What follows belongs to an exercise in optimizing a design on an open flow for small area, a short achievable clock period and few clock cycles per item; a production flow would make more cautious choices. In this exercise RTL edits were held to simulation tests only and were not proved equivalent to the original. No activity file was given, so power comes from the tool's default toggle rates.

== run B ==
==> flow/design.v <==
module lfe_line_buffer #(
    parameter int LINE_BITS     = 512,
    parameter int WORD_BITS     = 32,
    parameter int BEAT_IDX_BITS = 4
) (
    input  logic                 clk,
    input  logic                 rst_n,
    input  logic                 wr_en,
    input  logic [WORD_BITS-1:0] wr_word,
    output logic                 wr_last,    
    output logic [LINE_BITS-1:0] line
);
    localparam int BEATS = LINE_BITS / WORD_BITS;
    logic                            r_en;       
    logic [WORD_BITS-1:0]            r_word;     
    logic [BEAT_IDX_BITS-1:0]        wr_idx;
    logic                            clear;      
    logic [BEATS-1:0][WORD_BITS-1:0] words;
    assign wr_last = r_en && (wr_idx == BEAT_IDX_BITS'(BEATS-1));
    always_ff @(posedge clk or negedge rst_n) begin
        if (!rst_n) begin
            r_en   <= 1'b0;
            r_word <= '0;
            wr_idx <= '0;
            clear  <= 1'b1;
        end else begin
            r_en   <= wr_en;
            r_word <= wr_word;
            clear  <= 1'b0;
            if (r_en)
                wr_idx <= wr_idx + BEAT_IDX_BITS'(1);
        end
    end
    for (genvar k = 0; k < BEATS; k++) begin : g_word
        always_ff @(posedge clk) begin
            if (clear || (r_en && wr_idx == BEAT_IDX_BITS'(k)))
                words[k] <= r_word;
        end
    end
    assign line = words;
endmodule
module line_fill_engine #(
    parameter int LINE_BITS = 512,
    parameter int WORD_BITS = 32,
    parameter int ADDR_BITS = 32
) (
    input  logic                 clk,
    input  logic                 rst_n,
    input  logic                 req_valid,
    output logic                 req_ready,
    input  logic                 req_write,
    input  logic [ADDR_BITS-1:0] req_addr,
    input  logic [LINE_BITS-1:0] req_wdata,
    output logic                 resp_valid,
    output logic [LINE_BITS-1:0] resp_rdata,
    output logic                 mem_valid,
    input  logic                 mem_ready,
    output logic                 mem_we,
    output logic [ADDR_BITS-1:0] mem_addr,
    output logic [WORD_BITS-1:0] mem_wdata,
    input  logic                 mem_rvalid,
    input  logic [WORD_BITS-1:0] mem_rdata
);
    localparam int OFFSET_BITS   = 6;
    localparam int BEATS         = LINE_BITS / WORD_BITS;
    localparam int BEAT_IDX_BITS = 4;
    localparam int LBASE_BITS    = ADDR_BITS - OFFSET_BITS;
    localparam int QDEPTH        = 4;    
    logic                     src_v, src_v_nxt, src_wr;
    logic [LBASE_BITS-1:0]    src_base;
    logic [BEAT_IDX_BITS-1:0] src_cnt;               
    logic [BEATS-1:0]         src_sel;               
    logic [WORD_BITS-1:0]     src_word, ld_word;
    logic [BEATS-1:0][WORD_BITS-1:0] wbuf;           
    logic                     d_v, d_we, d_last;
    logic [LBASE_BITS-1:0]    d_base;
    logic [BEAT_IDX_BITS-1:0] d_idx;
    logic [WORD_BITS-1:0]     d_data;
    logic [QDEPTH-1:0]        q_wr;                  
    logic [1:0]               q_hd, q_tl;
    logic [QDEPTH-1:0]        t_un, t_un_nxt;        
    logic [QDEPTH-1:0]        t_uw;                  
    logic [QDEPTH-1:0]        t_cw, t_cf;            
    logic [QDEPTH-1:0]        t_cw_nxt, t_cf_nxt;
    logic                     resp_q, rdy_q;
    logic [LINE_BITS-1:0]     line;
    function automatic logic [QDEPTH-1:0] therm(input logic [QDEPTH-1:0] t,
                                                input logic inc, input logic dec);
        therm = t;
        if (inc && !dec) therm = {t[QDEPTH-2:0], 1'b1};
        if (dec && !inc) therm = {1'b0, t[QDEPTH-1:1]};
    endfunction
    logic accept, pop, src_ok, byp_ok, src_ld, byp_ld, fill_ok, n_old_le1;
    logic wb_done, fill_done, resp_wb, head_wb_nxt;
    logic unused_addr_bits;
    assign unused_addr_bits = ^req_addr[OFFSET_BITS-1:0];
    assign req_ready = rdy_q;
    assign accept    = req_valid && rdy_q;
    assign pop       = !d_v || mem_ready;
    assign n_old_le1 = src_v ? !t_un[2] : !t_un[1];
    assign fill_ok   = !t_uw[0] || n_old_le1;
    assign src_ok = src_v && (src_wr || src_cnt != '0 || fill_ok);
    assign byp_ok = !src_v && accept && (req_write || fill_ok);
    assign src_ld = pop && src_ok;
    assign byp_ld = pop && byp_ok;
    always_comb begin
        src_v_nxt = src_v;
        if (accept)
            src_v_nxt = 1'b1;
        else if (src_ld && src_sel[BEATS-1])
            src_v_nxt = 1'b0;
    end
    always_ff @(posedge clk or negedge rst_n) begin
        if (!rst_n) begin
            src_v   <= 1'b0;
            src_cnt <= '0;
            src_sel <= BEATS'(1);
        end else begin
            src_v <= src_v_nxt;
            if (accept) begin
                src_cnt <= byp_ld ? BEAT_IDX_BITS'(1) : '0;
                src_sel <= byp_ld ? BEATS'(2) : BEATS'(1);
            end else if (src_ld) begin
                src_cnt <= src_cnt + BEAT_IDX_BITS'(1);
                src_sel <= {src_sel[BEATS-2:0], src_sel[BEATS-1]};
            end
        end
    end
    always_comb begin
        src_word = '0;
        for (int k = 0; k < BEATS; k++)
            src_word = src_word | (wbuf[k] & {WORD_BITS{src_sel[k]}});
    end
    assign ld_word = src_v ? src_word : req_wdata[WORD_BITS-1:0];
    always_ff @(posedge clk) begin
        if (!src_v) begin
            src_wr   <= req_write;
            src_base <= req_addr[ADDR_BITS-1:OFFSET_BITS];
            wbuf     <= req_wdata;
        end
    end
    always_ff @(posedge clk or negedge rst_n) begin
        if (!rst_n)
            d_v <= 1'b0;
        else if (pop)
            d_v <= src_ok || byp_ok;
    end
    always_ff @(posedge clk) begin
        if (src_ld) begin
            d_we   <= src_wr;
            d_base <= src_base;
            d_idx  <= src_cnt;
            d_last <= src_sel[BEATS-1];
        end else if (byp_ld) begin
            d_we   <= req_write;
            d_base <= req_addr[ADDR_BITS-1:OFFSET_BITS];
            d_idx  <= '0;
            d_last <= 1'b0;
        end
        if (src_ld || byp_ld)
            d_data <= ld_word;
    end
    assign mem_valid = d_v;
    assign mem_we    = d_we;
    assign mem_addr  = {d_base, d_idx, 2'b00};
    assign mem_wdata = d_data;
    assign wb_done    = d_v && d_we && d_last && mem_ready;
    assign resp_wb    = q_wr[q_hd];
    assign resp_valid = resp_q;
    assign t_un_nxt = therm(t_un, accept, resp_q);
    assign t_cw_nxt = therm(t_cw, wb_done, resp_q && resp_wb);
    assign t_cf_nxt = therm(t_cf, fill_done, resp_q && !resp_wb);
    assign head_wb_nxt = resp_q ? q_wr[q_hd + 2'd1] : q_wr[q_hd];
    always_ff @(posedge clk) begin
        if (accept) q_wr[q_tl] <= req_write;
    end
    always_ff @(posedge clk or negedge rst_n) begin
        if (!rst_n) begin
            q_hd   <= '0;
            q_tl   <= '0;
            t_un   <= '0;
            t_uw   <= '0;
            t_cw   <= '0;
            t_cf   <= '0;
            resp_q <= 1'b0;
            rdy_q  <= 1'b0;
        end else begin
            q_hd   <= q_hd + 2'(resp_q);
            q_tl   <= q_tl + 2'(accept);
            t_un   <= t_un_nxt;
            t_uw   <= therm(t_uw, accept && req_write, resp_q && resp_wb);
            t_cw   <= t_cw_nxt;
            t_cf   <= t_cf_nxt;
            resp_q <= head_wb_nxt ? t_cw_nxt[0] : t_cf_nxt[0];
            rdy_q  <= !src_v_nxt && !t_un_nxt[QDEPTH-1];
        end
    end
    lfe_line_buffer u_line (
        .clk     (clk),
        .rst_n   (rst_n),
        .wr_en   (mem_rvalid),
        .wr_word (mem_rdata),
        .wr_last (fill_done),
        .line    (line)
    );
    assign resp_rdata = line;
endmodule
Settings: LEC_CHECK=0, CAP_MARGIN=20, CORE_MARGIN=2, CORE_UTILIZATION=65, CTS_CLUSTER_DIAMETER=80, CTS_CLUSTER_SIZE=30, SETUP_SLACK_MARGIN=2.2, SLEW_MARGIN=20; clock period 4.2 ns.
standard.sh (not shown) runs the stock make flow with config.mk's settings and CLKGATE_MAP_FILE= SYNTH_SCRIPT=/design/flow/synth_recipe.tcl, a recipe that flattens the netlist after the stock synthesis.
==> flow/flow/run.sh <==
#!/bin/bash
# Standard layout, with a plain buf_1 as each port's buffer and the pins one
# routing track apart (so the die need not grow to fit them).
set -euo pipefail
bash standard.sh \
  "BUFFER_PORTS_ARGS=-buffer_cell sky130_fd_sc_hd__buf_1" \
  "PLACE_PINS_ARGS=-min_distance 1 -min_distance_in_tracks" \
  finish > standard.log 2>&1
Testbench counts of run B, summed over its fixed seeds: cycles 58,636, items 3,200.
Setup changes, run B to run A
diff --git a/flow/design.v b/flow/design.v
--- a/flow/design.v
+++ b/flow/design.v
@@ -13,27 +13,27 @@
     localparam int BEATS = LINE_BITS / WORD_BITS;
     logic                            r_en;       
     logic [WORD_BITS-1:0]            r_word;     
-    logic [BEAT_IDX_BITS-1:0]        wr_idx;
+    logic [BEATS-1:0]                wr_sel;     
     logic                            clear;      
     logic [BEATS-1:0][WORD_BITS-1:0] words;
-    assign wr_last = r_en && (wr_idx == BEAT_IDX_BITS'(BEATS-1));
+    assign wr_last = r_en && wr_sel[BEATS-1];
     always_ff @(posedge clk or negedge rst_n) begin
         if (!rst_n) begin
             r_en   <= 1'b0;
             r_word <= '0;
-            wr_idx <= '0;
+            wr_sel <= BEATS'(1);
             clear  <= 1'b1;
         end else begin
             r_en   <= wr_en;
             r_word <= wr_word;
             clear  <= 1'b0;
             if (r_en)
-                wr_idx <= wr_idx + BEAT_IDX_BITS'(1);
+                wr_sel <= {wr_sel[BEATS-2:0], wr_sel[BEATS-1]};
         end
     end
     for (genvar k = 0; k < BEATS; k++) begin : g_word
         always_ff @(posedge clk) begin
-            if (clear || (r_en && wr_idx == BEAT_IDX_BITS'(k)))
+            if (clear || (r_en && wr_sel[k]))
                 words[k] <= r_word;
         end
     end
Findings:
- [compare] base=run B new=run A: sum of met3 wire segment lengths after detailed routing shows a reduction of about 8%; synthesized cell count moved up; number of non-filler instances in the completed layout comparable; data required time at the worst endpoint shrank by 1.23 ns; share of power burned in the clock network now sits higher.
- Comparing run B and run A, multi-input combinational cell area is higher on run B.
- edfxtp_1 as the slowest cell on the critical path was reported by run A, and dfrtp_1 by run B.
- Looking at end point of the critical path, the resp_rdata[144] result is from run A; the d_base[20]$_DFFE_PP_ one comes from run B.
- Compared to run B, run A has switching fraction of total power 1.7 points lower.
- Reported for run B and run A, residual antenna-violating net count after detailed routing turned out identical to the last digit.
- Compare run B and run A | fraction of area in registers higher: run A
Testbench counts of run A, summed over its fixed seeds: cycles 58,636, items 3,200.

## port drivers added, routing unchanged
How much do the figures lean on ideal ports? The routed layouts below were timed once more, with nothing changed but the port constraints.
Step 1: set_driving_cell puts a clkbuf_16 on clk and a buf_2 on each other input, an assumption about the parent block.
Step 2, shift: input delay + t, output delay - t, t = (earliest + latest rising clock arrival at the registers) / 2. This alone moves slack from input paths to output paths.
Three values: no drivers, after step 1, after step 2; two values: the first two.
| run | shift t [ns] | setup slack, ns | worst setup path after step 2 | cell pins on the clock port's net |
|---|---|---|---|---|
| run B | 0.696 | 2.076 / 2.025 / 1.595 | input to register | 1 |
| run A | 0.696 | 2.064 / 2.000 / 1.761 | input to register | 1 |
After both steps setup and hold are still met in every run listed. For run B, which loses most, drivers alone change the setup slack by -0.051 ns; drivers and shift together by -0.481 ns.
